Background: an optimization exercise with open tools, aiming at small area, a short achievable clock period and few clock cycles per item. Do not read the settings as production practice.
Only simulation tests tie the RTL to the original design; equivalence was not proved.
Power is estimated from default activity; no workload was simulated.

==> flow/design.v <==
package sbpp_pkg;
  localparam int CFG_INDEX_W = 4;
  localparam int CFG_DATA_W  = 10;
  localparam int LENGTH_W    = 8;
  localparam int FACTOR_W    = 10;
  localparam int OFFSET_W    = 7;
  localparam int THRESH_SHIFT = 16;
  localparam logic [CFG_INDEX_W-1:0] REG_SECTION_LENGTH = 4'd0;
  localparam logic [CFG_INDEX_W-1:0] REG_STD_FACTOR     = 4'd1;
  localparam logic [LENGTH_W-1:0] LENGTH_RESET = 8'd128;
  localparam logic [FACTOR_W-1:0] FACTOR_RESET = 10'd256;
  typedef struct packed {
    logic [OFFSET_W-1:0] offset;
    logic                valid;
    logic                done;
  } beat_t;
endpackage
module section_beat_peak_picker #(
  parameter int SECTION_MAX = 128,
  parameter int SAMPLE_BITS = 16
) (
  input  logic                                   clk,
  input  logic                                   rst,
  input  logic                                   s_tvalid,
  output logic                                   s_tready,
  input  logic [((SAMPLE_BITS + 7) / 8) * 8-1:0] s_tdata,    
  output logic                                   m_tvalid,
  input  logic                                   m_tready,
  output logic [7:0]                             m_tdata,    
  output logic                                   m_tuser,    
  output logic                                   m_tlast,    
  input  logic                                   cfg_valid,
  output logic                                   cfg_ready,
  input  logic [sbpp_pkg::CFG_INDEX_W-1:0]       cfg_index,
  input  logic [sbpp_pkg::CFG_DATA_W-1:0]        cfg_data
);
  logic               in_v;
  logic signed [15:0] in_x;
  logic               cf_v;
  logic [3:0]         cf_i;
  logic [9:0]         cf_d;
  logic               in_v_nx;
  assign in_v_nx   = s_tvalid && s_tready;
  assign cfg_ready = 1'b1;
  always_ff @(posedge clk) begin
    in_x <= s_tdata[15:0];
    cf_i <= cfg_index;
    cf_d <= cfg_data;
    if (rst) begin
      in_v <= 1'b0;
      cf_v <= 1'b0;
    end else begin
      in_v <= in_v_nx;
      cf_v <= cfg_valid;
    end
  end
  logic [7:0] n_r, n_m1, n_m2;
  logic [9:0] k_r;
  logic [7:0] leff;
  logic       wr_len, wr_fac;
  assign wr_len = cf_v && (cf_i == 4'd0);
  assign wr_fac = cf_v && (cf_i == 4'd1);
  always_comb begin
    if (cf_d[7:0] == 8'd0)        leff = 8'd1;
    else if (cf_d[7:0] > 8'd128)  leff = 8'd128;
    else                          leff = cf_d[7:0];
  end
  always_ff @(posedge clk) begin
    if (rst) begin
      n_r  <= 8'd130;
      n_m1 <= 8'd129;
      n_m2 <= 8'd128;
      k_r  <= 10'd256;
    end else begin
      if (wr_len) begin
        n_r  <= leff + 8'd2;
        n_m1 <= leff + 8'd1;
        n_m2 <= leff;
      end
      if (wr_fac) k_r <= cf_d;
    end
  end
  logic [7:0]         pos;
  logic signed [15:0] xa, xb;
  logic signed [23:0] s_sum;
  logic [31:0]        sq_s, sq_c;     
  logic               sq_v, sq_first, sq_last;
  logic [37:0]        q_sum;
  logic [6:0]         wptr, rptr, sec_base;
  logic [22:0]        fifo0 [32];
  logic [22:0]        fifo1 [32];
  logic               ld_first, ld_last, pk_wr, sec_done;
  logic [6:0]         wptr_inc, end_ptr;
  logic [7:0]         pos_nx;
  logic [6:0]         wptr_nx;
  logic [31:0]        x_sq_s, x_sq_c;
  assign ld_first = (pos == 8'd0);
  assign ld_last  = (pos == n_m1);
  assign pk_wr    = in_v && (pos >= 8'd2) && (xa < xb) && (in_x < xb);
  assign sec_done = in_v && ld_last;
  assign wptr_inc = wptr + 7'd1;
  assign end_ptr  = pk_wr ? wptr_inc : wptr;
  function automatic logic [63:0] csa(input logic [31:0] a, input logic [31:0] b,
                                      input logic [31:0] c);
    csa = {a ^ b ^ c, ((a & b) | (a & c) | (b & c)) << 1};
  endfunction
  logic [14:0] sq_y;
  logic [31:0] pp [16];
  logic [31:0] l1 [11];
  logic [31:0] l2 [8];
  logic [31:0] l3 [6];
  logic [31:0] l4 [4];
  logic [31:0] l5 [3];
  assign sq_y = in_x[14:0] ^ {15{in_x[15]}};
  always_comb begin
    for (int i = 0; i < 15; i++) begin
      pp[i] = '0;
      pp[i][2*i] = sq_y[i];
      for (int j = i + 1; j < 15; j++) pp[i][i+j+1] = sq_y[i] & sq_y[j];
    end
    pp[15] = in_x[15] ? {16'd0, sq_y, 1'b1} : 32'd0;
    {l1[0], l1[1]} = csa(pp[0], pp[1], pp[2]);
    {l1[2], l1[3]} = csa(pp[3], pp[4], pp[5]);
    {l1[4], l1[5]} = csa(pp[6], pp[7], pp[8]);
    {l1[6], l1[7]} = csa(pp[9], pp[10], pp[11]);
    {l1[8], l1[9]} = csa(pp[12], pp[13], pp[14]);
    l1[10] = pp[15];
    {l2[0], l2[1]} = csa(l1[0], l1[1], l1[2]);
    {l2[2], l2[3]} = csa(l1[3], l1[4], l1[5]);
    {l2[4], l2[5]} = csa(l1[6], l1[7], l1[8]);
    l2[6] = l1[9];
    l2[7] = l1[10];
    {l3[0], l3[1]} = csa(l2[0], l2[1], l2[2]);
    {l3[2], l3[3]} = csa(l2[3], l2[4], l2[5]);
    l3[4] = l2[6];
    l3[5] = l2[7];
    {l4[0], l4[1]} = csa(l3[0], l3[1], l3[2]);
    {l4[2], l4[3]} = csa(l3[3], l3[4], l3[5]);
    {l5[0], l5[1]} = csa(l4[0], l4[1], l4[2]);
    l5[2] = l4[3];
    {x_sq_s, x_sq_c} = csa(l5[0], l5[1], l5[2]);
  end
  always_comb begin
    pos_nx  = pos;
    wptr_nx = wptr;
    if (in_v) begin
      pos_nx  = ld_last ? 8'd0 : pos + 8'd1;
      wptr_nx = end_ptr;
    end
    if (wr_len) begin
      pos_nx  = 8'd0;
      wptr_nx = sec_base;
    end
  end
  always_ff @(posedge clk) begin
    if (pk_wr && !wptr[0]) fifo0[wptr[5:1]] <= {xb, 7'(pos - 8'd2)};
    if (pk_wr &&  wptr[0]) fifo1[wptr[5:1]] <= {xb, 7'(pos - 8'd2)};
  end
  always_ff @(posedge clk) begin
    if (rst) begin
      pos      <= 8'd0;
      wptr     <= 7'd0;
      sec_base <= 7'd0;
      sq_v     <= 1'b0;
    end else begin
      pos  <= pos_nx;
      wptr <= wptr_nx;
      sq_v <= in_v;
      if (sec_done) sec_base <= end_ptr;
    end
  end
  always_ff @(posedge clk) begin
    if (in_v) begin
      xa       <= xb;
      xb       <= in_x;
      s_sum    <= (ld_first ? 24'sd0 : s_sum) + 24'(in_x);
      sq_s     <= x_sq_s;
      sq_c     <= x_sq_c;
      sq_first <= ld_first;
      sq_last  <= ld_last;
    end
    if (sq_v) begin
      q_sum <= (sq_first ? 38'd0 : q_sum) + 38'(sq_s) + 38'(sq_c);
    end
  end
  typedef enum logic [2:0] {
    TA_IDLE, TA_CAP, TA_M1, TA_V1, TA_V2, TA_KV, TA_DONE
  } ta_t;
  ta_t                ta_st;
  logic [3:0]         ta_cnt;
  logic signed [23:0] ta_s;
  logic [7:0]         ta_n;
  logic [9:0]         ta_k;
  logic [6:0]         ta_end;
  logic [37:0]        ta_q;
  logic [23:0]        ta_a;
  logic signed [25:0] aa_hi;
  logic [25:0]        aa_lo;
  logic               aa_pb;
  logic signed [25:0] na_hi;
  logic [9:0]         na_lo;
  logic               na_pb;
  logic [37:0]        nq_hi;
  logic [7:0]         nq_lo;
  logic [7:0]         nn_hi;
  logic [7:0]         nn_lo;
  logic [9:0]         kk_hi;
  logic [9:0]         kk_lo;
  logic signed [48:0] v1;
  logic signed [32:0] v2;
  logic [44:0]        vv;
  logic signed [46:0] kv_hi;
  logic [21:0]        kv_lo;
  logic               kv_pb;
  logic               ta_take;    
  logic               ta_busy, ta_busy_nx;
  function automatic logic [2:0] booth(input logic [2:0] b);
    case (b)
      3'b001, 3'b010: booth = 3'b001;
      3'b011:         booth = 3'b010;
      3'b100:         booth = 3'b110;
      3'b101, 3'b110: booth = 3'b101;
      default:        booth = 3'b000;
    endcase
  endfunction
  logic [2:0]         aa_d, na_d, kv_d;
  logic [25:0]        aa_m, na_m;
  logic [46:0]        kv_m;
  logic signed [26:0] aa_s, na_s;
  logic signed [47:0] kv_s;
  logic [23:0]        a_new;
  assign a_new = 24'(ta_s) + {1'b0, ta_n, 15'd0};
  assign aa_d  = booth({aa_lo[1:0], aa_pb});
  assign na_d  = booth({na_lo[1:0], na_pb});
  assign kv_d  = booth({kv_lo[1:0], kv_pb});
  always_comb begin
    aa_m = aa_d[1] ? {1'b0, ta_a, 1'b0} : aa_d[0] ? {2'b0, ta_a} : 26'd0;
    na_m = na_d[1] ? {1'b0, ta_a, 1'b0} : na_d[0] ? {2'b0, ta_a} : 26'd0;
    kv_m = kv_d[1] ? {1'b0, vv, 1'b0}   : kv_d[0] ? {2'b0, vv}   : 47'd0;
    aa_s = 27'(aa_hi) + (aa_d[2] ? ~{1'b0, aa_m} : {1'b0, aa_m}) + 27'(aa_d[2]);
    na_s = 27'(na_hi) + (na_d[2] ? ~{1'b0, na_m} : {1'b0, na_m}) + 27'(na_d[2]);
    kv_s = 48'(kv_hi) + (kv_d[2] ? ~{1'b0, kv_m} : {1'b0, kv_m}) + 48'(kv_d[2]);
  end
  assign ta_busy    = (ta_st != TA_IDLE);
  assign ta_busy_nx = (ta_busy && !ta_take) || sec_done;
  logic [38:0] nq_s;
  logic [8:0]  nn_s;
  logic [10:0] kk_s;
  assign nq_s = {1'b0, nq_hi} + (nq_lo[0] ? {1'b0, ta_q} : 39'd0);
  assign nn_s = {1'b0, nn_hi} + (nn_lo[0] ? {1'b0, ta_n} : 9'd0);
  assign kk_s = {1'b0, kk_hi} + (kk_lo[0] ? {1'b0, ta_k} : 11'd0);
  always_ff @(posedge clk) begin
    if (rst) begin
      ta_st <= TA_IDLE;
    end else begin
      case (ta_st)
        TA_IDLE: if (sec_done) ta_st <= TA_CAP;
        TA_CAP:  ta_st <= TA_M1;
        TA_M1:   if (ta_cnt == 4'd12) ta_st <= TA_V1;
        TA_V1:   ta_st <= TA_V2;
        TA_V2:   ta_st <= TA_KV;
        TA_KV:   if (ta_cnt == 4'd10) ta_st <= TA_DONE;
        TA_DONE: if (ta_take) ta_st <= TA_IDLE;
        default: ta_st <= TA_IDLE;
      endcase
    end
  end
  always_ff @(posedge clk) begin
    case (ta_st)
      TA_IDLE: begin
        ta_s   <= s_sum + 24'(in_x);
        ta_n   <= n_r;
        ta_k   <= k_r;
        ta_end <= end_ptr;
      end
      TA_CAP: begin
        ta_q   <= q_sum + 38'(sq_s) + 38'(sq_c);
        ta_a   <= a_new;
        ta_cnt <= 4'd0;
        aa_hi  <= '0;
        aa_lo  <= {2'b00, a_new};
        aa_pb  <= 1'b0;
        na_hi  <= '0;
        na_lo  <= {2'b00, ta_n};
        na_pb  <= 1'b0;
        nq_hi  <= '0;
        nq_lo  <= ta_n;
        nn_hi  <= '0;
        nn_lo  <= ta_n;
        kk_hi  <= '0;
        kk_lo  <= ta_k;
      end
      TA_M1: begin
        ta_cnt <= ta_cnt + 4'd1;
        {aa_hi, aa_lo} <= {aa_s[26], aa_s[26:2], aa_s[1:0], aa_lo[25:2]};
        aa_pb  <= aa_lo[1];
        if (ta_cnt < 4'd5) begin
          {na_hi, na_lo} <= {na_s[26], na_s[26:2], na_s[1:0], na_lo[9:2]};
          na_pb <= na_lo[1];
        end
        if (ta_cnt < 4'd8) begin
          {nq_hi, nq_lo} <= {nq_s, nq_lo[7:1]};
          {nn_hi, nn_lo} <= {nn_s, nn_lo[7:1]};
        end
        if (ta_cnt < 4'd10) begin
          {kk_hi, kk_lo} <= {kk_s, kk_lo[9:1]};
        end
      end
      TA_V1: begin
        v1 <= $signed({3'b0, nq_hi, nq_lo}) - $signed({1'b0, aa_hi[21:0], aa_lo});
        v2 <= $signed({2'b0, na_val}) - $signed({3'b0, nn_val, 14'd0});
        ta_cnt <= 4'd0;
      end
      TA_V2: begin
        vv    <= 45'(v1 + $signed({v2, 16'd0}));
        kv_hi <= '0;
        kv_lo <= {2'b00, kk_hi, kk_lo};
        kv_pb <= 1'b0;
      end
      TA_KV: begin
        ta_cnt <= ta_cnt + 4'd1;
        {kv_hi, kv_lo} <= {kv_s[47], kv_s[47:2], kv_s[1:0], kv_lo[21:2]};
        kv_pb <= kv_lo[1];
      end
      default: ;
    endcase
  end
  logic [48:0] w_val;     
  logic [47:0] aa_val;    
  logic [30:0] na_val;    
  logic [15:0] nn_val;    
  assign w_val  = {kv_hi[42:0], kv_lo[21:16]};
  assign aa_val = {aa_hi[21:0], aa_lo};
  assign na_val = {na_hi[20:0], na_lo};
  assign nn_val = {nn_hi, nn_lo};
  typedef enum logic [1:0] {TB_IDLE, TB_SRCH, TB_DONE} tb_t;
  tb_t                tb_st;
  logic [3:0]         tb_cnt;
  logic signed [49:0] sr_r;
  logic signed [47:0] sr_x;
  logic [44:0]        sr_y;
  logic [22:0]        sr_z;
  logic signed [24:0] sr_dm;
  logic [15:0]        sr_u;
  logic [6:0]         tb_end;
  logic               tb_take;    
  logic signed [24:0] sr_dc;
  logic signed [49:0] sr_rc;
  logic               sr_acc;
  logic signed [47:0] sr_x2;
  assign ta_take = (ta_st == TA_DONE) && (tb_st == TB_IDLE);
  assign sr_dc   = sr_dm + $signed({2'b0, sr_z});
  assign sr_rc   = sr_r - 50'(sr_x) - $signed({5'b0, sr_y});
  assign sr_acc  = sr_dc[24] || !sr_rc[49];
  assign sr_x2   = sr_x + $signed({2'b0, sr_y, 1'b0});
  always_ff @(posedge clk) begin
    if (rst) begin
      tb_st <= TB_IDLE;
    end else begin
      case (tb_st)
        TB_IDLE: if (ta_take) tb_st <= TB_SRCH;
        TB_SRCH: if (tb_cnt == 4'd15) tb_st <= TB_DONE;
        TB_DONE: if (tb_take) tb_st <= TB_IDLE;
        default: tb_st <= TB_IDLE;
      endcase
    end
  end
  always_ff @(posedge clk) begin
    case (tb_st)
      TB_IDLE: begin
        sr_r   <= $signed({1'b0, w_val}) - $signed({2'b0, aa_val});
        sr_x   <= -$signed({1'b0, na_val, 16'd0});
        sr_y   <= {nn_val[14:0], 30'd0};
        sr_z   <= {ta_n, 15'd0};
        sr_dm  <= ~$signed({1'b0, ta_a});
        tb_end <= ta_end;
        tb_cnt <= 4'd0;
      end
      TB_SRCH: begin
        tb_cnt <= tb_cnt + 4'd1;
        sr_u   <= {sr_u[14:0], sr_acc};
        if (sr_acc) begin
          sr_dm <= sr_dc;
          sr_r  <= sr_rc;
          sr_x  <= sr_x2 >>> 1;
        end else begin
          sr_x  <= sr_x >>> 1;
        end
        sr_y <= sr_y >> 2;
        sr_z <= sr_z >> 1;
      end
      default: ;
    endcase
  end
  logic               sc_act;
  logic signed [15:0] sc_tx;
  logic [6:0]         sc_end;
  logic               adv, go;
  logic               is_ent, is_two, is_cls;
  logic [6:0]         rptr1;
  logic [4:0]         row0;
  logic [22:0]        rd0, rd1, rda, rdb;
  logic               p_v0, p_v1, p_cls, p_half;
  logic signed [15:0] p_val0, p_val1;
  logic [6:0]         p_off0, p_off1;
  logic signed [15:0] p_tx;
  logic               pend_v;
  logic [6:0]         pend_off;
  logic               h0, h1, need2;
  logic               emit, emit_last;
  logic [6:0]         emit_off;
  assign adv     = !m_tvalid || m_tready;
  assign tb_take = (tb_st == TB_DONE) && !sc_act;
  assign rptr1   = rptr + 7'd1;
  assign is_ent  = sc_act && (rptr != sc_end);
  assign is_two  = is_ent && (rptr1 != sc_end);
  assign is_cls  = sc_act && (rptr == sc_end);
  assign row0    = rptr[5:1] + 5'(rptr[0]);
  assign rd0     = fifo0[row0];
  assign rd1     = fifo1[rptr[5:1]];
  assign rda     = rptr[0] ? rd1 : rd0;
  assign rdb     = rptr[0] ? rd0 : rd1;
  assign h0    = p_v0 && !p_half && (p_val0 > p_tx);
  assign h1    = p_v1 && (p_val1 > p_tx);
  assign need2 = h0 && h1 && pend_v;
  assign go    = adv && !need2;
  always_comb begin
    emit      = 1'b0;
    emit_last = 1'b0;
    emit_off  = pend_off;
    if (p_cls) begin
      emit      = 1'b1;
      emit_last = 1'b1;
    end else if (h0 && h1) begin
      emit     = 1'b1;
      emit_off = pend_v ? pend_off : p_off0;
    end else if (h0 || h1) begin
      emit     = pend_v;
    end
  end
  always_ff @(posedge clk) begin
    if (rst) begin
      sc_act   <= 1'b0;
      rptr     <= 7'd0;
      p_v0     <= 1'b0;
      p_v1     <= 1'b0;
      p_cls    <= 1'b0;
      p_half   <= 1'b0;
      pend_v   <= 1'b0;
      m_tvalid <= 1'b0;
    end else begin
      if (tb_take) begin
        sc_act <= 1'b1;
        sc_tx  <= $signed({~sr_u[15], sr_u[14:0]});
        sc_end <= tb_end;
      end
      if (adv) begin
        if (need2) begin
          p_half   <= 1'b1;
          pend_off <= p_off0;
        end else begin
          p_v0   <= is_ent;
          p_v1   <= is_two;
          p_cls  <= is_cls;
          p_half <= 1'b0;
          if (is_ent) rptr <= is_two ? rptr + 7'd2 : rptr1;
          if (is_cls) sc_act <= 1'b0;
          if (p_cls) begin
            pend_v <= 1'b0;
          end else if (h1) begin
            pend_v   <= 1'b1;
            pend_off <= p_off1;
          end else if (h0) begin
            pend_v   <= 1'b1;
            pend_off <= p_off0;
          end
        end
        m_tvalid <= emit;
        m_tdata  <= {1'b0, (emit_last && !pend_v) ? 7'd0 : emit_off};
        m_tuser  <= !emit_last || pend_v;
        m_tlast  <= emit_last;
      end
    end
  end
  always_ff @(posedge clk) begin
    if (go) begin
      p_val0 <= rda[22:7];
      p_off0 <= rda[6:0];
      p_val1 <= rdb[22:7];
      p_off1 <= rdb[6:0];
      p_tx   <= sc_tx;
    end
  end
  logic [6:0] fill_nx, cur_nx, base_nx;
  logic       hold_last;
  assign fill_nx   = wptr_nx - rptr;
  assign base_nx   = sec_done ? end_ptr : sec_base;
  assign cur_nx    = wptr_nx - base_nx;
  assign hold_last = ta_busy_nx && (in_v_nx ? (pos_nx == n_m2) : (pos_nx == n_m1));
  always_ff @(posedge clk) begin
    if (rst) s_tready <= 1'b0;
    else     s_tready <= (!fill_nx[6] || cur_nx[6]) && !hold_last;
  end
endmodule
==> flow/run.sh <==
#!/bin/bash
# synth_recipe.tcl (not shown) runs the flow's synth.tcl, then flattens the netlist and writes it again
# the make line also repeats each setting of config.mk as NAME=value (left out here)
make -C /OpenROAD-flow-scripts/flow DESIGN_CONFIG=/design/flow/config.mk WORK_HOME=/design/flow/orfs CLKGATE_MAP_FILE= SYNTH_SCRIPT=/design/flow/synth_recipe.tcl finish
==> flow/config.mk <==
export PLATFORM = sky130hd
export DESIGN_NAME = section_beat_peak_picker
export DESIGN_NICKNAME = section_beat_peak_picker
export VERILOG_FILES = /design/flow/design.v
export SDC_FILE = /design/flow/constraint.sdc
export NUM_CORES = 4
export LEC_CHECK = 0
export CAP_MARGIN = 20
export CORE_MARGIN = 2
export CORE_UTILIZATION = 40
export SLEW_MARGIN = 20
==> flow/constraint.sdc <==
create_clock -name core_clock -period 10.5 [get_ports {clk}]
set_input_delay 2.1000 -clock core_clock [delete_from_list [all_inputs] [get_ports {clk}]]
set_output_delay 2.1000 -clock core_clock [all_outputs]
set_load 0.01 [all_outputs]
==> impl_metrics.csv, run 1 <==
group,metric,value,unit
global_route,grt_max_degree,165,
critical_path,worstPathRequired,11.31,ns
power,power_switching,5440,uW
cts,post_cts.repair.setup_buffers,0,
detailed_routing,drt_first_pass_iters,6,
detailed_routing,route.layer.met1.wl,149000,um
die,placeableCoreArea,0.325,mm^2
layout,fill_cells,28600,
hold_path,min-delay-path-class,"reg -> reg",
cts,cts_num_sinks,2529,
synth,synth_cell_types,91,
layout,area.growth.synth_to_final,11.6,%
power,share_seq_of_total_power,48.7,%
synth,syn_avg_cell_area,13.5,um^2
layout,layout.area.seq,0.0748,mm^2
synth,synth-async-reset-ratio,0,%
global_route,antenna_found_initial,22,
timing,finalSetupTns,0,ns
timing,tightestPinTransition,1.21,ns
timing,worst_slew_margin_rel,19.1,%
cts,hold_buffers,0,
cts,cts_resized,0,
synth,synth_edf_count,2416,
cts,clock-root-buffer,"sky130_fd_sc_hd__clkbuf_16",
critical_path,endpoint_kind,"register",
detailed_routing,route.vias.total,80900,
critical_path,critPathLaunchType,"register",
die,horizontal_extent_of_the_die,575,um
synth,synth_ff_type,"sky130_fd_sc_hd__edfxtp_1",
timing,final_period_minus_worst_setup_slack,5.97,ns
timing,setup_repair_after_global_routing_missed_its_margin,"false",
power,power.internal,17700,uW
global_route,first_global_vias,80900,
outcome,status,"complete, no violations",
detailed_routing,detail_route.iter0.violations,7431,
synth,synth_sequential_area_ratio,57.3,%
detailed_routing,routed-wl-met3,21400,um
die,std_cell_rows,209,
critical_path,critical_path.max_fanout,66,
timing,finalSetupViolations,0,
cts,cts_tree,"built",
power,share_clk_of_total_power,42.5,%
cts,h-tree-depth,5,
detailed_routing,met2_length,167000,um
die,initial_core_util,40.2,%
synth,netlist_instances,9679,
layout,multi_input_gate_area_in_the_final_layout,0.0528,mm^2
critical_path,timing.setup.critical_path_class,"reg -> reg",
global_route,grt_pass1_wl,524000,um
cts,path_clk_slew,0.06,ns
power,share_of_total_power_in_combinational_logic,8.9,%
synth,yosys_warnings,7,
global_route,total_routing_usage_gr,21.0,%
placed_design,io_port_bufs,45,
power,power_leakage,0.0525,uW
detailed_routing,route.detailed.wl_per_inst,24.6,um
global_route,sum_of_overflow_across_all_layers_after_global_routing,0,
die,io-pin-count,48,
timing,final.period_utilization,56.8,%
detailed_routing,dr.max_layer_used,"met4",
die,die_height,575,um
cts,cts-root-to-sink-buffers,4,
power,pwr_density_cell,159,mW/mm^2
critical_path,critical_path_arrival,6.77,ns
placed_design,placedInstanceArea,0.137,mm^2
detailed_routing,ant_nets,0,
timing,worst_hold_slack,0.396,ns
layout,final_design_area_no_fill,0.146,mm^2
timing,hold_viol,0,
timing,fmaxAchievable,168,MHz
flow_run,max_cap_check_violation_count,0,
placed_design,gp_routability_congestion,0.906,
layout,design.final.nets,10700,
layout,final_layout_size_suffix_gt1_share,11.9,%
timing,finClkSkew,0.0886,ns
cts,cts_inserted_buffers,286,
cts,worstSkewPairLatency,0.92,ns
layout,final_util,44.9,%
detailed_routing,post_drt_via_cell_ratio,5.64,
timing,drv_slew,0,
power,largest_voltage_drop_on_the_vdd_net,0.150,mV
placed_design,detailed_place_hpwl,233000,um
die,design.die.area,0.331,mm^2
synth,synthesis.area,0.131,mm^2
detailed_routing,drcViolationCount,0,
detailed_routing,routed_wirelength,353000,um
power,netSwitchingFraction,23.5,%
synth,postSynthRegisterBits,2529,
## area by class of cell
class                      count  area share [%]
timing repair buffer         200            1.13
multi-input combinational   6246            36.2
clock inverter               157            1.03
tap                         4325            3.71
antenna                       10          0.0172
clock buffer                 356            5.20
sequential                  2529            51.4
inverter                     518            1.34
## metal layers
layer  vias up  global-route usage (%)
met4         0                    8.03
met2      2489                    34.3
met3       589                    2.76
li1      36700                       -
met5         -                       0
met1     41100                    28.4
## power by group through the flow
stage          Combinational, uW  Clock, uW  Sequential, uW
2_1_floorplan               1450          0           11500
3_3_place_gp                2000          0           11500
3_5_place_dp                2050          0           11500
4_1_cts                     2070      10000           11300
5_1_grt                     2370      10400           11300
6_report                    2060       9840           11300
## placed cells by master, fill, tap and decap left out, drive strengths merged, types with 110 or more instances in the layout
cell    count
nor3      110
clkbuf    356
fa        189
clkinv    119
dfxtp     113
nor2      775
xor2      286
buf       156
a21o      259
mux4      460
ha        723
edfxtp   2416
inv       529
nand3     140
a21oi     558
and2      137
o21ai     428
nand2     542
xnor2     334
nor2b     168
## flip-flops by register name, summed over array words and instances (netlist names), 45 cells and up, named ones only
signal,cells
fifo0,736
sr_y,45
v1,45
sr_r,50
sr_x,48
vv,45
fifo1,736
kv_hi,46
## final timing paths
path         slack (ns)      start         to  cells past startpoint
max                4.53      xb[1]   s_tready                     20
min                0.40  ta_end[6]  tb_end[6]                      0
max reg2reg        4.53      xb[1]   s_tready                     20
min reg2reg        0.40  ta_end[6]  tb_end[6]                      0
## worst max-delay path, cell delays in order (launching register included)
cell	delay [ns]
sky130_fd_sc_hd__edfxtp_1	0.32
sky130_fd_sc_hd__buf_4	0.47
sky130_fd_sc_hd__inv_1	0.14
sky130_fd_sc_hd__ha_1	0.30
sky130_fd_sc_hd__a21o_1	0.16
sky130_fd_sc_hd__a211oi_1	0.24
sky130_fd_sc_hd__o311ai_1	0.18
sky130_fd_sc_hd__a221o_1	0.33
sky130_fd_sc_hd__a311oi_2	0.83
sky130_fd_sc_hd__and4_1	0.35
sky130_fd_sc_hd__nand3_1	0.12
sky130_fd_sc_hd__xnor2_1	0.18
sky130_fd_sc_hd__mux2_2	0.31
sky130_fd_sc_hd__ha_1	0.23
sky130_fd_sc_hd__a2111oi_0	0.38
sky130_fd_sc_hd__a31o_2	0.32
sky130_fd_sc_hd__mux2i_1	0.20
sky130_fd_sc_hd__nor2_1	0.06
sky130_fd_sc_hd__o21a_1	0.18
sky130_fd_sc_hd__a311o_1	0.32
sky130_fd_sc_hd__a221oi_1	0.25
## synth_stat cells, types with 25 or more instances
| library cell | count | area [um^2] |
|---|---|---|
| sky130_fd_sc_hd__xnor2_1 | 334 | 2930 |
| sky130_fd_sc_hd__nand2b_1 | 95 | 594 |
| sky130_fd_sc_hd__nor2b_1 | 168 | 1050 |
| sky130_fd_sc_hd__edfxtp_1 | 2416 | 72500 |
| sky130_fd_sc_hd__o31a_1 | 32 | 280 |
| sky130_fd_sc_hd__nand2_1 | 542 | 2030 |
| sky130_fd_sc_hd__and3_1 | 56 | 350 |
| sky130_fd_sc_hd__o21bai_1 | 75 | 563 |
| sky130_fd_sc_hd__dfxtp_1 | 113 | 2260 |
| sky130_fd_sc_hd__ha_1 | 723 | 9050 |
| sky130_fd_sc_hd__nor3_1 | 110 | 551 |
| sky130_fd_sc_hd__a31oi_1 | 56 | 350 |
| sky130_fd_sc_hd__mux4_2 | 460 | 10400 |
| sky130_fd_sc_hd__o21ai_0 | 422 | 2110 |
| sky130_fd_sc_hd__a21oi_1 | 556 | 2780 |
| sky130_fd_sc_hd__a211oi_1 | 71 | 533 |
| sky130_fd_sc_hd__a21o_1 | 259 | 1940 |
| sky130_fd_sc_hd__a22oi_1 | 77 | 578 |
| sky130_fd_sc_hd__nand3_1 | 140 | 701 |
| sky130_fd_sc_hd__buf_1 | 72 | 270 |
| sky130_fd_sc_hd__o21a_1 | 82 | 616 |
| sky130_fd_sc_hd__inv_1 | 517 | 1940 |
| sky130_fd_sc_hd__or3_1 | 34 | 213 |
| sky130_fd_sc_hd__a221o_1 | 34 | 340 |
| sky130_fd_sc_hd__nor2_1 | 775 | 2910 |
| sky130_fd_sc_hd__mux2i_1 | 61 | 611 |
| sky130_fd_sc_hd__and2_1 | 137 | 857 |
| sky130_fd_sc_hd__o31ai_1 | 25 | 188 |
| sky130_fd_sc_hd__clkbuf_1 | 301 | 1130 |
| sky130_fd_sc_hd__fa_1 | 189 | 3780 |
| sky130_fd_sc_hd__xor2_1 | 286 | 2500 |
| sky130_fd_sc_hd__nand4_1 | 73 | 457 |
| sky130_fd_sc_hd__o211ai_1 | 37 | 278 |
## cells by family (layout without fill, tap and decap cells)
family	count (synthesis)	in the layout	share of synthesized area, %
AO/OA/AOI/OAI	1943	1943	9.56
XOR/XNOR	620	620	4.16
adder cells (fa/ha/maj)	913	913	9.83
buffers and inverters	906	1231	2.62
flip-flops	2529	2529	57.3
multiplexers	527	527	8.45
other	2	14	0.00575
AND/OR/NAND/NOR	2239	2239	8.08
## metrics by stage
step / setup WS, ns / cells / power, uW
after floorplan: 3.14 / 9681 / 12900
after global placement: 4.45 / 13800 / 13500
after detailed placement: 4.52 / 13800 / 13500
after CTS: 4.48 / 14300 / 23400
after global routing: 4.10 / 14300 / 24100
final: 4.53 / 14300 / 23200
Testbench counts, summed over its fixed seeds: cycles 18,427, sections 192.
==> run 2, diff against run 1 <==
--- a/flow/config.mk
+++ b/flow/config.mk
@@ -7,2 +7,3 @@
 export LEC_CHECK = 0
+export ABC_CLOCK_PERIOD_IN_PS = 4000
 export CAP_MARGIN = 20
@@ -10,2 +11,3 @@
 export CORE_UTILIZATION = 40
+export SETUP_SLACK_MARGIN = 5
 export SLEW_MARGIN = 20
==> impl_metrics.csv, run 2 <==
group,metric,value,unit
synth,synth-async-reset-ratio,0,%
placed_design,placedInstanceArea,0.137,mm^2
cts,cts-root-to-sink-buffers,4,
cts,cts_inserted_buffers,287,
synth,synth_edf_count,2416,
layout,area.growth.synth_to_final,11.7,%
die,placeableCoreArea,0.325,mm^2
timing,tightestPinTransition,1.17,ns
synth,syn_avg_cell_area,13.5,um^2
detailed_routing,post_drt_via_cell_ratio,5.65,
global_route,first_global_vias,80300,
detailed_routing,dr.max_layer_used,"met5",
timing,final_period_minus_worst_setup_slack,5.37,ns
detailed_routing,route.detailed.wl_per_inst,24.5,um
critical_path,critical_path_arrival,6.20,ns
timing,finClkSkew,0.0882,ns
critical_path,critPathLaunchType,"register",
power,pwr_density_cell,159,mW/mm^2
global_route,grt_pass1_wl,519000,um
global_route,grt_max_degree,152,
detailed_routing,routed-wl-met3,21500,um
die,initial_core_util,40.2,%
critical_path,timing.setup.critical_path_class,"reg -> reg",
critical_path,worstPathRequired,11.33,ns
synth,synth.largest_area_cell,"sky130_fd_sc_hd__edfxtp_1",
layout,final_common_cell,"sky130_fd_sc_hd__edfxtp_1",
detailed_routing,ant_nets,0,
detailed_routing,route.vias.total,81000,
power,power_switching,5470,uW
cts,clock-root-buffer,"sky130_fd_sc_hd__clkbuf_16",
synth,yosys.area.top_type_share,55.6,%
power,share_clk_of_total_power,42.6,%
cts,hold_buffers,0,
flow_run,max_cap_check_violation_count,0,
timing,finalSetupTns,0,ns
power,share_seq_of_total_power,48.6,%
global_route,total_routing_usage_gr,20.8,%
timing,finalSetupViolations,0,
synth,synth_ff_type,"sky130_fd_sc_hd__edfxtp_1",
timing,drv_slew,0,
die,design.die.area,0.331,mm^2
layout,final_layout_size_suffix_gt1_share,12.0,%
layout,design.final.nets,10700,
die,die_height,575,um
detailed_routing,route.layer.met1.wl,150000,um
global_route,sum_of_overflow_across_all_layers_after_global_routing,0,
timing,hold_viol,0,
placed_design,io_port_bufs,45,
detailed_routing,drcViolationCount,0,
power,power.internal,17800,uW
timing,worst_slew_margin_rel,21.5,%
die,horizontal_extent_of_the_die,575,um
die,std_cell_rows,209,
synth,synth_sequential_area_ratio,57.3,%
cts,worstSkewPairLatency,0.92,ns
power,netSwitchingFraction,23.5,%
synth,synthesis.area,0.131,mm^2
placed_design,gp_routability_congestion,0.904,
detailed_routing,routed_wirelength,351000,um
detailed_routing,detail_route.iter0.violations,7626,
layout,final_util,45.0,%
cts,cts_tree,"built",
detailed_routing,met2_length,165000,um
power,fin_total_pwr,23200,uW
synth,synth_top_cells_by_area,"sky130_fd_sc_hd__edfxtp_1 56%, sky130_fd_sc_hd__mux4_2 7.9%, sky130_fd_sc_hd__ha_1 6.9%",
synth,netlist_instances,9679,
die,io-pin-count,48,
synth,yosys_warnings,7,
critical_path,critical_path.max_fanout,66,
layout,layout.cells.most_common_list,"2416 x sky130_fd_sc_hd__edfxtp_1, 721 x sky130_fd_sc_hd__ha_1, 709 x sky130_fd_sc_hd__nor2_1, 554 x sky130_fd_sc_hd__a21oi_1, 539 x sky130_fd_sc_hd__nand2_1",
timing,setup_repair_after_global_routing_missed_its_margin,"true",
cts,path_clk_slew,0.06,ns
synth,library_cell_with_the_highest_instance_count_after_synthesis,"sky130_fd_sc_hd__edfxtp_1",
critical_path,endpoint_kind,"register",
global_route,antenna_found_initial,12,
synth,post_synth_most_frequent_cells,"2416 x sky130_fd_sc_hd__edfxtp_1, 775 x sky130_fd_sc_hd__nor2_1, 723 x sky130_fd_sc_hd__ha_1",
synth,synth_cell_types,91,
power,share_of_total_power_in_combinational_logic,8.8,%
detailed_routing,drt_first_pass_iters,8,
outcome,status,"complete, no violations",
synth,postSynthRegisterBits,2529,
cts,h-tree-depth,5,
cts,cts_num_sinks,2529,
hold_path,min-delay-path-class,"reg -> reg",
layout,final_design_area_no_fill,0.146,mm^2
placed_design,detailed_place_hpwl,234000,um
power,power_leakage,0.0525,uW
timing,final.period_utilization,51.1,%
timing,fmaxAchievable,186,MHz
power,largest_voltage_drop_on_the_vdd_net,0.141,mV
## run 2: cell counts after synthesis
No cell type changed its count.
## run 2: layout make-up
class                      instances  area (um^2)
fill                           28700       179000
clock buffer                     344         7580
inverter                         518         1960
sequential                      2529        74800
multi-input combinational       6248        52800
timing repair buffer             201         1700
tap                             4325         5410
clock inverter                   154         1570
antenna                            4         10.0
## run 2: cell families after synthesis
kind of cell,Yosys count,synth area share (%)
AO/OA/AOI/OAI,1943,9.56
XOR/XNOR,620,4.16
adder cells (fa/ha/maj),913,9.83
buffers and inverters,906,2.62
flip-flops,2529,57.3
multiplexers,527,8.45
other,2,0.00575
AND/OR/NAND/NOR,2239,8.08
## run 2: timing repair
action,4_1_cts,5_1_grt
setup endpoints to repair,77,93
pin swaps,0,3
resized for setup,6,12
cloned,0,2
buffers inserted,0,3
## run 2: power by group through the flow
stage | logic (uW) | registers, uW | clock network (uW)
2_1_floorplan | 1450 | 11500 | 0
3_3_place_gp | 2010 | 11500 | 0
3_5_place_dp | 2040 | 11500 | 0
4_1_cts | 2070 | 11300 | 10100
5_1_grt | 2350 | 11300 | 10500
6_report | 2060 | 11300 | 9900
## run 2: critical path: stages, from the launching register on
cell and delay [ns]:
sky130_fd_sc_hd__edfxtp_1 0.32, sky130_fd_sc_hd__buf_4 0.52, sky130_fd_sc_hd__inv_1 0.15, sky130_fd_sc_hd__ha_1 0.23, sky130_fd_sc_hd__a21o_1 0.17, sky130_fd_sc_hd__a21oi_1 0.14, sky130_fd_sc_hd__o311ai_1 0.16, sky130_fd_sc_hd__a221o_1 0.34
sky130_fd_sc_hd__a311oi_2 0.28, sky130_fd_sc_hd__buf_4 0.26, sky130_fd_sc_hd__and4_1 0.26, sky130_fd_sc_hd__nand3_1 0.10, sky130_fd_sc_hd__xnor2_1 0.20, sky130_fd_sc_hd__mux2_2 0.32, sky130_fd_sc_hd__ha_1 0.22, sky130_fd_sc_hd__a2111oi_0 0.34
sky130_fd_sc_hd__a31o_2 0.31, sky130_fd_sc_hd__mux2i_1 0.21, sky130_fd_sc_hd__nor2_1 0.05, sky130_fd_sc_hd__o21a_1 0.18, sky130_fd_sc_hd__a311o_1 0.32, sky130_fd_sc_hd__a221oi_1 0.24
## run 2: metal layers
metal,vias to the layer above,GRT usage [%]
li1,36700,-
met1,41000,28.5
met5,-,0
met2,2668,33.7
met3,572,2.56
met4,2,8.03
## run 2: worst paths after layout
| kind | slack, ns | cells past startpoint | endpoint | start |
|---|---|---|---|---|
| min reg2reg | 0.40 | 0 | sc_end[5] | tb_end[5] |
| min | 0.40 | 0 | sc_end[5] | tb_end[5] |
| max | 5.13 | 21 | s_tready | xb[8] |
| max reg2reg | 5.13 | 21 | s_tready | xb[8] |
## run 2: per-stage QoR
stage	hold WS [ns]	setup WS, ns	instances
6_report	0.400	5.13	14300
3_3_place_gp	0.402	4.81	13800
5_1_grt	0.408	4.61	14300
3_5_place_dp	0.406	4.71	13800
4_1_cts	0.400	5.02	14300
2_1_floorplan	0.400	5.04	9681
==> run 3, diff against run 2 <==
--- a/flow/design.v
+++ b/flow/design.v
@@ -91,2 +91,5 @@
   logic [22:0]        fifo1 [32];
+  logic               pk_q;
+  logic [5:0]         pk_addr;
+  logic [22:0]        pk_data;
   logic               ld_first, ld_last, pk_wr, sec_done;
@@ -155,4 +158,7 @@
   always_ff @(posedge clk) begin
-    if (pk_wr && !wptr[0]) fifo0[wptr[5:1]] <= {xb, 7'(pos - 8'd2)};
-    if (pk_wr &&  wptr[0]) fifo1[wptr[5:1]] <= {xb, 7'(pos - 8'd2)};
+    pk_q    <= pk_wr;
+    pk_addr <= wptr[5:0];
+    pk_data <= {xb, 7'(pos - 8'd2)};
+    if (pk_q && !pk_addr[0]) fifo0[pk_addr[5:1]] <= pk_data;
+    if (pk_q &&  pk_addr[0]) fifo1[pk_addr[5:1]] <= pk_data;
   end
@@ -400,3 +406,4 @@
   logic [6:0]         rptr1;
-  logic [4:0]         row0;
+  logic [4:0]         row0, row1;
+  logic [6:0]         rptr_nx;
   logic [22:0]        rd0, rd1, rda, rdb;
@@ -417,5 +424,5 @@
   assign is_cls  = sc_act && (rptr == sc_end);
-  assign row0    = rptr[5:1] + 5'(rptr[0]);
   assign rd0     = fifo0[row0];
-  assign rd1     = fifo1[rptr[5:1]];
+  assign rd1     = fifo1[row1];
+  assign rptr_nx = !is_ent ? rptr : is_two ? rptr + 7'd2 : rptr1;
   assign rda     = rptr[0] ? rd1 : rd0;
@@ -444,2 +451,4 @@
       rptr     <= 7'd0;
+      row0     <= 5'd0;
+      row1     <= 5'd0;
       p_v0     <= 1'b0;
@@ -465,3 +474,5 @@
           p_half <= 1'b0;
-          if (is_ent) rptr <= is_two ? rptr + 7'd2 : rptr1;
+          rptr <= rptr_nx;
+          row0 <= rptr_nx[5:1] + 5'(rptr_nx[0]);
+          row1 <= rptr_nx[5:1];
           if (is_cls) sc_act <= 1'b0;
@@ -493,11 +504,10 @@
   end
-  logic [6:0] fill_nx, cur_nx, base_nx;
-  logic       hold_last;
-  assign fill_nx   = wptr_nx - rptr;
-  assign base_nx   = sec_done ? end_ptr : sec_base;
-  assign cur_nx    = wptr_nx - base_nx;
-  assign hold_last = ta_busy_nx && (in_v_nx ? (pos_nx == n_m2) : (pos_nx == n_m1));
+  logic [6:0] fill;
+  logic       room, hold_last;
+  assign fill      = wptr - rptr;
+  assign room      = (fill < 7'd63) || (rptr == sec_base);
+  assign hold_last = ta_busy_nx && ((pos_nx == n_m1) || (pos_nx == n_m2));
   always_ff @(posedge clk) begin
     if (rst) s_tready <= 1'b0;
-    else     s_tready <= (!fill_nx[6] || cur_nx[6]) && !hold_last;
+    else     s_tready <= room && !hold_last;
   end
--- a/flow/config.mk
+++ b/flow/config.mk
@@ -7,3 +7,2 @@
 export LEC_CHECK = 0
-export ABC_CLOCK_PERIOD_IN_PS = 4000
 export CAP_MARGIN = 20
==> impl_metrics.csv, run 3 <==
group,metric,value,unit
power,pwr_density_cell,161,mW/mm^2
timing,drv_slew,0,
critical_path,endpoint_kind,"register",
global_route,grt_pass1_wl,516000,um
power,share_seq_of_total_power,48.6,%
detailed_routing,route.detailed.wl_per_inst,24.2,um
cts,hold_buffers,0,
layout,area.growth.synth_to_final,11.6,%
synth,yosys_warnings,7,
synth,synth_top_cells_by_area,"sky130_fd_sc_hd__edfxtp_1 55%, sky130_fd_sc_hd__mux4_2 7.9%, sky130_fd_sc_hd__ha_1 6.9%",
global_route,first_global_vias,80800,
power,netSwitchingFraction,23.8,%
power,share_of_total_power_in_combinational_logic,9.3,%
die,die_height,578,um
placed_design,placedInstanceArea,0.138,mm^2
critical_path,critPathSlowestCell,"sky130_fd_sc_hd__or2_2",
die,io-pin-count,48,
global_route,antenna_found_initial,22,
flow_run,max_cap_check_violation_count,0,
cts,cts_tree,"built",
timing,fmaxAchievable,190,MHz
global_route,total_routing_usage_gr,20.5,%
critical_path,path_delay_family,"compound AO/OA/AOI/OAI gates",
timing,final.period_utilization,50.0,%
power,power_switching,5610,uW
placed_design,detailedPlace.worstSlack,4.80,ns
placed_design,io_port_bufs,45,
synth,synth_fa_ha_area_share,9.75,%
power,power_leakage,0.0526,uW
detailed_routing,routed_wirelength,348000,um
layout,final_common_cell,"sky130_fd_sc_hd__edfxtp_1",
synth,synth-compound-area-share,9.06,%
global_route,grt_max_degree,100,
hold_path,timing.hold.worst_path_depth,0,
hold_path,min-delay-path-class,"reg -> reg",
layout,fill_cells,29100,
synth,synth.largest_area_cell,"sky130_fd_sc_hd__edfxtp_1",
critical_path,critPathLaunchType,"register",
power,power.internal,18000,uW
synth,synth_sequential_area_ratio,57.4,%
critical_path,worstRegToRegCells,18,
timing,setup_repair_after_global_routing_missed_its_margin,"true",
cts,h-tree-depth,5,
cts,cts-root-to-sink-buffers,4,
placed_design,gp_routability_congestion,0.913,
critical_path,worstPathBufferInverterCount,2,
synth,postSynthRegisterBits,2569,
critical_path,worstPathCellList,"buf_8 > nand2b_1 > or2_2 > nor2_1 > a221o_1 > inv_1 > fa_1 > nor2b_1 > o2111ai_1 > and3_1 > o31a_1 > or3_1 > o311ai_1 > a221oi_1 > o21ai_2 > a211oi_1 > o21bai_1 > mux2i_1",
detailed_routing,ant_nets,0,
synth,netlist_instances,9694,
timing,finClkSkew,0.0641,ns
synth,synth_top_family_by_area,"adder cells",
detailed_routing,drcViolationCount,0,
timing,setup_slack,5.25,ns
timing,worst_slew_margin_rel,27.1,%
timing,tightestPinTransition,1.09,ns
die,design.die.area,0.334,mm^2
layout,design.final.nets,10800,
layout,layout.cells.most_common_list,"2416 x sky130_fd_sc_hd__edfxtp_1, 721 x sky130_fd_sc_hd__nor2_1, 721 x sky130_fd_sc_hd__ha_1, 516 x sky130_fd_sc_hd__inv_1, 515 x sky130_fd_sc_hd__nand2_1",
cts,path_clk_slew,0.06,ns
timing,worst_hold_slack,0.384,ns
detailed_routing,post_drt_via_cell_ratio,5.61,
synth,yosys.area_share.xor_xnor,4.29,%
layout,final_design_area_no_fill,0.147,mm^2
die,std_cell_rows,210,
placed_design,detailed_place_hpwl,234000,um
detailed_routing,drt_first_pass_iters,6,
synth,synth_edf_count,2416,
die,initial_core_util,40.2,%
detailed_routing,detail_route.iter0.violations,7375,
timing,final_period_minus_worst_setup_slack,5.25,ns
cts,worstSkewPairLatency,0.93,ns
timing,hold_viol,0,
cts,clock-root-buffer,"sky130_fd_sc_hd__clkbuf_16",
synth,post_synth_most_frequent_cells,"2416 x sky130_fd_sc_hd__edfxtp_1, 787 x sky130_fd_sc_hd__nor2_1, 721 x sky130_fd_sc_hd__ha_1",
layout,final_layout_size_suffix_gt1_share,12.2,%
layout,layout.area.seq,0.0757,mm^2
synth,yosys.area.top_type_share,55.1,%
cts,cts_num_sinks,2569,
timing,finalSetupTns,0,ns
synth,syn_avg_cell_area,13.6,um^2
critical_path,crit_path_max_incr_delay,0.55,ns
outcome,status,"complete, no violations",
critical_path,worstPathRequired,11.23,ns
critical_path,critical_path.max_fanout,50,
synth,synthesis.area,0.132,mm^2
die,placeableCoreArea,0.327,mm^2
synth,synth_ff_type,"sky130_fd_sc_hd__edfxtp_1",
timing,finalSetupViolations,0,
cts,cts_inserted_buffers,286,
detailed_routing,route.vias.total,80900,
critical_path,cp_num_cells,18,
die,horizontal_extent_of_the_die,578,um
power,largest_voltage_drop_on_the_vdd_net,0.150,mV
synth,synth_cell_types,103,
synth,library_cell_with_the_highest_instance_count_after_synthesis,"sky130_fd_sc_hd__edfxtp_1",
layout,multi_input_gate_area_in_the_final_layout,0.0530,mm^2
critical_path,critical_path_arrival,5.98,ns
synth,synth-async-reset-ratio,0,%
synth,synth.mux.area_fraction,8.94,%
synth,synth-simple-area-share,7.95,%
global_route,sum_of_overflow_across_all_layers_after_global_routing,0,
critical_path,timing.setup.critical_path_class,"reg -> reg",
power,share_clk_of_total_power,42.1,%
run 3: cell types whose count changed in the layout (fill, tap and decap cells not counted), sizes merged, moves of 14 or more:
cell / delta
mux2i: +70
nor2b: -49
a21oi: -46
dfxtp: +40
clkbuf: +30
diode: +28
nand2: -24
o21ai: +23
o21a: -21
o31a: -21
xnor2: +20
nand3: +16
o311ai: +16
or3: +14
run 3: layout make-up:
type	count	area share, %
Tap cell	4346	3.70
Timing Repair Buffer	192	1.08
Antenna cell	32	0.0545
Clock inverter	143	0.970
Clock buffer	374	5.30
Sequential cell	2569	51.5
Inverter	520	1.33
Multi-Input combinational cell	6239	36.1
run 3: logic make-up after synthesis:
family          count (synthesis)
flops                        2569
other cells                     2
mux                           600
xor+xnor                      645
fa+ha+maj                     912
buf+inv                       889
simple gates                 2212
compound gates               1865
run 3: worst paths after layout:
path | start | end | slack, ns
max | kv_lo[1] | kv_hi[44] | 5.25
min | xb[9] | pk_data[16] | 0.38
max reg2reg | kv_lo[1] | kv_hi[44] | 5.25
min reg2reg | xb[9] | pk_data[16] | 0.38
run 3: metrics by stage:
step | util, % | cells | power (uW)
after global placement | 42.0 | 13900 | 13900
after detailed placement | 42.0 | 13900 | 13900
after floorplan | - | 9696 | 13200
after global routing | 44.9 | 14400 | 24500
after CTS | 44.9 | 14400 | 23800
final | 44.9 | 14400 | 23600
run 3: what timing repair did:
item,4_1_cts,5_1_grt
setup endpoints to repair,51,51
gates cloned,1,0
setup buffers,0,1
pin swaps,1,1
resized for setup,1,5
run 3: power by group through the flow:
stage | combinational, uW | clock (uW) | sequential (uW)
floorplan | 1510 | 0 | 11600
global placement | 2160 | 0 | 11700
detailed placement | 2190 | 0 | 11700
CTS | 2210 | 10100 | 11500
global route | 2500 | 10500 | 11500
finish | 2190 | 9940 | 11500
run 3: routing by layer:
layer	global-route usage, %	part of all wire, %	up-vias
li1	-	-	36800
met1	27.8	43	40900
met2	34.0	48	2545
met3	2.57	5.6	556
met4	7.27	3.6	2
met5	0	0.0037	-
Testbench counts of run 3, summed over its fixed seeds: cycles 18,446, sections 192.
==> run 4, diff against run 3 <==
--- a/flow/config.mk
+++ b/flow/config.mk
@@ -9,3 +9,3 @@
 export CORE_MARGIN = 2
-export CORE_UTILIZATION = 40
+export CORE_UTILIZATION = 60
 export SETUP_SLACK_MARGIN = 5
==> impl_metrics.csv, run 4 <==
group,metric,value,unit
die,design.die.area,0.223,mm^2
global_route,sum_of_overflow_across_all_layers_after_global_routing,0,
die,initial_core_util,60.5,%
detailed_routing,route.detailed.wl_per_inst,25.7,um
placed_design,gp_routability_congestion,0.935,
layout,design.final.nets,10700,
cts,worstSkewPairLatency,0.94,ns
synth,synth_top_cells_by_area,"sky130_fd_sc_hd__edfxtp_1 55%, sky130_fd_sc_hd__mux4_2 7.9%, sky130_fd_sc_hd__ha_1 6.9%",
die,placeableCoreArea,0.218,mm^2
critical_path,critical_path_arrival,5.88,ns
power,pwr_density_cell,160,mW/mm^2
layout,fill_cells,15700,
synth,postSynthRegisterBits,2569,
power,largest_voltage_drop_on_the_vdd_net,0.278,mV
global_route,total_routing_usage_gr,29.7,%
synth,syn_avg_cell_area,13.6,um^2
power,power_leakage,0.0523,uW
cts,clock-root-buffer,"sky130_fd_sc_hd__clkbuf_16",
cts,cts_tree,"built",
detailed_routing,detail_route.iter0.violations,8482,
timing,drv_slew,0,
critical_path,endpoint_kind,"register",
cts,h-tree-depth,5,
layout,layout.cells.most_common_list,"2416 x sky130_fd_sc_hd__edfxtp_1, 721 x sky130_fd_sc_hd__nor2_1, 721 x sky130_fd_sc_hd__ha_1, 516 x sky130_fd_sc_hd__inv_1, 515 x sky130_fd_sc_hd__nand2_1",
global_route,grt_max_degree,141,
synth,netlist_instances,9694,
die,die_height,472,um
synth,synth.largest_area_cell,"sky130_fd_sc_hd__edfxtp_1",
layout,area.growth.synth_to_final,9.75,%
critical_path,critical_path.max_fanout,50,
hold_path,min-delay-path-class,"reg -> reg",
timing,worst_slew_margin_rel,27.0,%
layout,multi_input_gate_area_in_the_final_layout,0.0530,mm^2
layout,final_common_cell,"sky130_fd_sc_hd__edfxtp_1",
critical_path,critPathLaunchType,"register",
cts,cts_resized,1,
timing,final_period_minus_worst_setup_slack,5.17,ns
synth,synth_sequential_area_ratio,57.4,%
synth,synth-async-reset-ratio,0,%
critical_path,worstPathRequired,11.21,ns
placed_design,io_port_bufs,45,
timing,fmaxAchievable,193,MHz
timing,finalSetupTns,0,ns
cts,cts-root-to-sink-buffers,4,
flow_run,max_cap_check_violation_count,0,
cts,cts_inserted_buffers,288,
synth,library_cell_with_the_highest_instance_count_after_synthesis,"sky130_fd_sc_hd__edfxtp_1",
timing,hold_viol,0,
cts,cts_num_sinks,2569,
die,horizontal_extent_of_the_die,472,um
layout,layout.area.seq,0.0757,mm^2
placed_design,detailed_place_hpwl,223000,um
detailed_routing,route.vias.total,80900,
die,std_cell_rows,171,
synth,yosys.area.top_type_share,55.1,%
timing,tightestPinTransition,1.09,ns
placed_design,detailedPlace.worstSlack,4.99,ns
cts,post_cts.repair.setup_buffers,0,
timing,setup_repair_after_global_routing_missed_its_margin,"false",
synth,yosys_warnings,7,
critical_path,timing.setup.critical_path_class,"reg -> reg",
synth,synthesis.area,0.132,mm^2
timing,setup_slack,5.33,ns
detailed_routing,post_drt_via_cell_ratio,6.30,
detailed_routing,drt_first_pass_iters,6,
cts,hold_buffers,0,
detailed_routing,routed_wirelength,330000,um
global_route,grt_pass1_wl,498000,um
cts,path_clk_slew,0.07,ns
detailed_routing,ant_nets,0,
synth,synth_cell_types,103,
timing,finalSetupViolations,0,
layout,final_layout_size_suffix_gt1_share,11.8,%
global_route,antenna_found_initial,9,
synth,synth_ff_type,"sky130_fd_sc_hd__edfxtp_1",
synth,post_synth_most_frequent_cells,"2416 x sky130_fd_sc_hd__edfxtp_1, 787 x sky130_fd_sc_hd__nor2_1, 721 x sky130_fd_sc_hd__ha_1",
timing,finClkSkew,0.0848,ns
die,io-pin-count,48,
outcome,status,"complete, no violations",
synth,synth_edf_count,2416,
timing,final.period_utilization,49.3,%
detailed_routing,drcViolationCount,0,
global_route,first_global_vias,79800,
[run 4: kinds of logic (layout without fill, tap and decap cells)]
| kind of cell | after synthesis | count (layout) | share of synthesized area (%) |
|---|---|---|---|
| AO/OA/AOI/OAI | 1865 | 1865 | 9.06 |
| XOR/XNOR | 645 | 645 | 4.29 |
| adder cells (fa/ha/maj) | 912 | 912 | 9.75 |
| buffers and inverters | 889 | 1188 | 2.56 |
| flip-flops | 2569 | 2569 | 57.4 |
| multiplexers | 600 | 600 | 8.94 |
| other | 2 | 11 | 0.00570 |
| AND/OR/NAND/NOR | 2212 | 2212 | 7.95 |
[run 4: critical path: stages, from the launching register on]
cell	delay, ns
sky130_fd_sc_hd__edfxtp_1	0.36
sky130_fd_sc_hd__buf_8	0.36
sky130_fd_sc_hd__nand2b_1	0.13
sky130_fd_sc_hd__or2_4	0.39
sky130_fd_sc_hd__nor2_1	0.17
sky130_fd_sc_hd__a221o_1	0.16
sky130_fd_sc_hd__inv_1	0.06
sky130_fd_sc_hd__fa_1	0.38
sky130_fd_sc_hd__nor2b_1	0.20
sky130_fd_sc_hd__o2111ai_1	0.16
sky130_fd_sc_hd__and3_1	0.23
sky130_fd_sc_hd__o31a_1	0.32
sky130_fd_sc_hd__or3_1	0.41
sky130_fd_sc_hd__o311ai_1	0.46
sky130_fd_sc_hd__a221oi_1	0.25
sky130_fd_sc_hd__o21ai_2	0.38
sky130_fd_sc_hd__a211oi_1	0.13
sky130_fd_sc_hd__o21bai_1	0.17
sky130_fd_sc_hd__mux2i_1	0.21
[run 4: path summary, 6_finish.rpt]
| check | slack (ns) | cells past startpoint | to | start |
|---|---|---|---|---|
| setup / recovery | 5.33 | 18 | kv_hi[44] | kv_lo[1] |
| hold / removal | 0.36 | 0 | pk_data[13] | xb[6] |
| setup reg to reg | 5.33 | 18 | kv_hi[44] | kv_lo[1] |
| hold reg to reg | 0.36 | 0 | pk_data[13] | xb[6] |
[run 4: layout make-up]
| type | count | area share (%) |
|---|---|---|
| flip-flops and latches | 2569 | 52.4 |
| well taps | 2854 | 2.47 |
| clock inverters | 141 | 0.794 |
| diodes | 7 | 0.0121 |
| repair buffers | 176 | 1.04 |
| multi-input cells | 6238 | 36.7 |
| clock buffers | 351 | 5.27 |
| inverters | 520 | 1.36 |
[run 4: per-layer routing]
metal	share of wire [%]	wire length, um	GRT usage (%)
met5	0.0079	26	0
met4	2.1	6810	6.65
met3	8.4	27600	4.85
met2	45	150000	45.4
met1	44	146000	45.0
[run 4: power breakdown]
part | leakage, uW | internal, uW | switching [uW] | total [uW]
Clock | 0.00428 | 5540 | 3980 | 9520
Combinational | 0.0244 | 883 | 1230 | 2110
Sequential | 0.0235 | 11300 | 116 | 11500
[run 4: stage by stage]
step	util (%)	instances	hold slack, ns	area, um^2	power, uW
2_1_floorplan	-	9696	0.365	132000	13200
3_3_place_gp	62.3	12400	0.392	136000	13700
3_5_place_dp	62.3	12400	0.393	136000	13800
4_1_cts	66.4	12800	0.359	144000	23300
5_1_grt	66.4	12900	0.364	144000	24000
6_report	66.4	12900	0.357	144000	23100
==> run 5, diff against run 4 <==
--- a/flow/config.mk
+++ b/flow/config.mk
@@ -7,5 +7,6 @@
 export LEC_CHECK = 0
+export ABC_AREA = 1
 export CAP_MARGIN = 20
 export CORE_MARGIN = 2
-export CORE_UTILIZATION = 60
+export CORE_UTILIZATION = 40
 export SETUP_SLACK_MARGIN = 5
==> impl_metrics.csv, run 5 <==
group,metric,value,unit
outcome,status,"complete, no violations",
timing,finalSetupTns,0,ns
die,initial_core_util,40.2,%
timing,final.period_utilization,48.4,%
hold_path,min-delay-path-class,"reg -> reg",
synth,syn_avg_cell_area,9.79,um^2
placed_design,gp_routability_congestion,1.01,
cts,worstSkewPairLatency,0.94,ns
critical_path,worstPathCellList,"ha_1 > nor2_1 > fa_1 > inv_1 > fa_1 > inv_1 > fa_1 > fa_1 > inv_1 > fa_1 > inv_1 > ha_1",
cts,cts-root-to-sink-buffers,4,
timing,tightestPinTransition,1.08,ns
global_route,sum_of_overflow_across_all_layers_after_global_routing,0,
synth,postSynthRegisterBits,2569,
timing,finClkSkew,0.0801,ns
power,share_of_total_power_in_combinational_logic,37.6,%
timing,setup_repair_after_global_routing_missed_its_margin,"false",
synth,synth_top_cells_by_area,"sky130_fd_sc_hd__edfxtp_1 52%, sky130_fd_sc_hd__ha_1 6.5%, sky130_fd_sc_hd__nand2_1 5.4%",
power,netSwitchingFraction,39.2,%
cts,path_clk_slew,0.06,ns
critical_path,worstPathRequired,11.11,ns
cts,cts_inserted_buffers,290,
flow_run,max_cap_check_violation_count,0,
critical_path,timing.setup.critical_path_class,"reg -> reg",
timing,final_period_minus_worst_setup_slack,5.08,ns
synth,synthesis.area,0.139,mm^2
timing,worst_hold_slack,0.414,ns
placed_design,io_port_bufs,45,
placed_design,detailed_place_hpwl,305000,um
detailed_routing,route.vias.total,106000,
timing,worst_slew_margin_rel,27.3,%
layout,layout.cells.most_common_list,"2416 x sky130_fd_sc_hd__edfxtp_1, 2006 x sky130_fd_sc_hd__nand2_1, 1879 x sky130_fd_sc_hd__nor2_1, 1515 x sky130_fd_sc_hd__inv_1, 1502 x sky130_fd_sc_hd__o21ai_0",
layout,design.final.nets,15200,
cts,cts_num_sinks,2569,
power,share_clk_of_total_power,26.9,%
synth,synth_edf_count,2416,
synth,post_synth_most_frequent_cells,"2416 x sky130_fd_sc_hd__edfxtp_1, 2009 x sky130_fd_sc_hd__nand2_1, 1919 x sky130_fd_sc_hd__nor2_1",
layout,final_common_cell,"sky130_fd_sc_hd__edfxtp_1",
cts,h-tree-depth,5,
synth,library_cell_with_the_highest_instance_count_after_synthesis,"sky130_fd_sc_hd__edfxtp_1",
detailed_routing,post_drt_via_cell_ratio,5.57,
global_route,grt_pass1_wl,646000,um
critical_path,endpoint_kind,"register",
cts,cts_resized,0,
cts,cts_tree,"built",
synth,yosys_warnings,7,
synth,netlist_instances,14200,
critical_path,critical_path_arrival,5.69,ns
die,io-pin-count,48,
power,power_leakage,0.0594,uW
detailed_routing,drcViolationCount,0,
synth,synth_sequential_area_ratio,54.2,%
synth,yosys.area.top_type_share,52.0,%
global_route,antenna_found_initial,31,
critical_path,critical_path.most_common_cell,"sky130_fd_sc_hd__fa_1",
layout,area.growth.synth_to_final,10.8,%
synth,synth.largest_area_cell,"sky130_fd_sc_hd__edfxtp_1",
cts,clock-root-buffer,"sky130_fd_sc_hd__clkbuf_16",
cts,post_cts.repair.setup_buffers,0,
power,largest_voltage_drop_on_the_vdd_net,0.221,mV
synth,synth-async-reset-ratio,0,%
global_route,grt_max_degree,206,
power,power.internal,22500,uW
die,design.die.area,0.353,mm^2
critical_path,critPathLaunchType,"register",
layout,final_layout_size_suffix_gt1_share,5.53,%
timing,hold_viol,0,
detailed_routing,detail_route.iter0.violations,11700,
global_route,total_routing_usage_gr,24.1,%
global_route,first_global_vias,100000,
detailed_routing,route.detailed.wl_per_inst,23.1,um
die,horizontal_extent_of_the_die,594,um
synth,synth_ff_type,"sky130_fd_sc_hd__edfxtp_1",
die,std_cell_rows,216,
timing,finalSetupViolations,0,
cts,hold_buffers,0,
die,die_height,594,um
critical_path,critPathSlowestCell,"sky130_fd_sc_hd__dfxtp_2",
critical_path,critical_path.max_fanout,36,
detailed_routing,ant_nets,0,
power,power_switching,14500,uW
placed_design,detailedPlace.worstSlack,5.40,ns
timing,setup_slack,5.42,ns
timing,fmaxAchievable,197,MHz
die,placeableCoreArea,0.346,mm^2
detailed_routing,routed_wirelength,439000,um
power,share_seq_of_total_power,35.5,%
timing,drv_slew,0,
synth,synth_cell_types,66,
critical_path,crit_path_max_incr_delay,0.87,ns
detailed_routing,drt_first_pass_iters,7,
power,pwr_density_cell,240,mW/mm^2
power,fin_total_pwr,37000,uW
## run 5: cell count changes after synthesis, sizes merged, moves of 250 or more
cell,previous run,this run
inv,519,1543
nand2,518,2026
a21oi,513,905
mux4,460,0
o221ai,3,273
nor2,787,1935
nand3,156,574
xnor2,354,104
o21ai,451,1587
## run 5: cell families (layout without fill, tap and decap cells)
| logic type | Yosys count | count (layout) | synth area share [%] |
|---|---|---|---|
| xor gates and xnor gates | 416 | 416 | 2.61 |
| AOI/OAI and AO/OA | 3427 | 3427 | 14.0 |
| adders and majority gates | 911 | 911 | 9.20 |
| buffers and inverters | 2044 | 2279 | 5.69 |
| and+or+nand+nor | 4869 | 4869 | 14.2 |
| DFF | 2569 | 2569 | 54.2 |
| other | 2 | 11 | 0.00539 |
## run 5: cell type report
type                            count  area [um^2]
Fill cell                       33200       192000
Tap cell                         4578         5730
Timing Repair Buffer              209         1730
Multi-Input combinational cell   9627        56200
Inverter                         1549         5860
Antenna cell                        7         17.5
Sequential cell                  2569        75700
Clock buffer                      364         7860
Clock inverter                    157         1330
## run 5: stage by stage
stage | cell area [um^2] | cells | utilization [%]
floorplan | 139000 | 14200 | -
global placement | 145000 | 18500 | 41.9
detailed placement | 145000 | 18500 | 41.9
finish | 154000 | 19100 | 44.6
global route | 154000 | 19100 | 44.6
CTS | 154000 | 19100 | 44.6
## run 5: power by group through the flow
| stage | logic [uW] | registers, uW | clock network (uW) |
|---|---|---|---|
| 2_1_floorplan | 9270 | 13100 | 0 |
| 3_3_place_gp | 13600 | 13300 | 0 |
| 3_5_place_dp | 13600 | 13300 | 0 |
| 4_1_cts | 13700 | 13100 | 10100 |
| 5_1_grt | 15300 | 13200 | 10500 |
| 6_report | 13900 | 13100 | 9970 |
## run 5: worst max-delay path, delay by kind of cell, from the launching register on
| kind | cells | cell delay [ns] |
|---|---|---|
| flops | 1 | 0.87 |
| fa+ha+maj | 7 | 3.58 |
| buf+inv | 4 | 0.21 |
| simple gates | 1 | 0.16 |
## run 5: final timing paths
check             startpoint           to  slack [ns]  depth (start not counted)
hold reg to reg       xb[12]  pk_data[19]        0.41                          0
setup / recovery    in_x[15]     sq_s[15]        5.42                         12
hold / removal        xb[12]  pk_data[19]        0.41                          0
setup reg to reg    in_x[15]     sq_s[15]        5.42                         12
## run 5: layer usage
layer  global-route usage, %  up-vias  part of all wire, %
li1                        -    49900                    -
met1                    34.9    51600                   45
met2                    37.5     4059                   44
met3                    3.30      652                  7.8
met4                    7.01        8                  3.1
met5                       0        -                0.013

## afterwards: timing with drivers on the ports
How much do the figures lean on ideal ports? The routed layouts below were timed once more, with nothing changed but the port constraints.
Step 1 sets driving cells, clkbuf_16 on the clock port and buf_2 on the other inputs (assumed; they add their load-dependent delay and slew).
Step 2, shift: input delay + t, output delay - t, t = (earliest + latest rising clock arrival at the registers) / 2. This alone moves slack from input paths to output paths.
a / b / c = ideal / step 1 / step 2; a / b = the first two.
run | t (ns) | slack for setup (ns) | hold WS [ns] | cell pins on the clock port's net
run 1 | 0.976 | 4.531 / 4.531 / 4.531 | 0.396 / 0.396 / 0.396 | 1
run 2 | 0.974 | 5.132 / 5.132 / 5.132 | 0.400 / 0.400 / 0.400 | 1
run 3 | 1.002 | 5.247 / 5.247 / 5.247 | 0.384 / 0.384 / 0.384 | 1
run 4 | 0.997 | 5.328 / 5.328 / 5.328 | 0.357 / 0.357 / 0.357 | 1
run 5 | 0.998 | 5.419 / 5.419 / 5.419 | 0.414 / 0.414 / 0.414 | 1
After both steps every run listed still meets setup and hold.
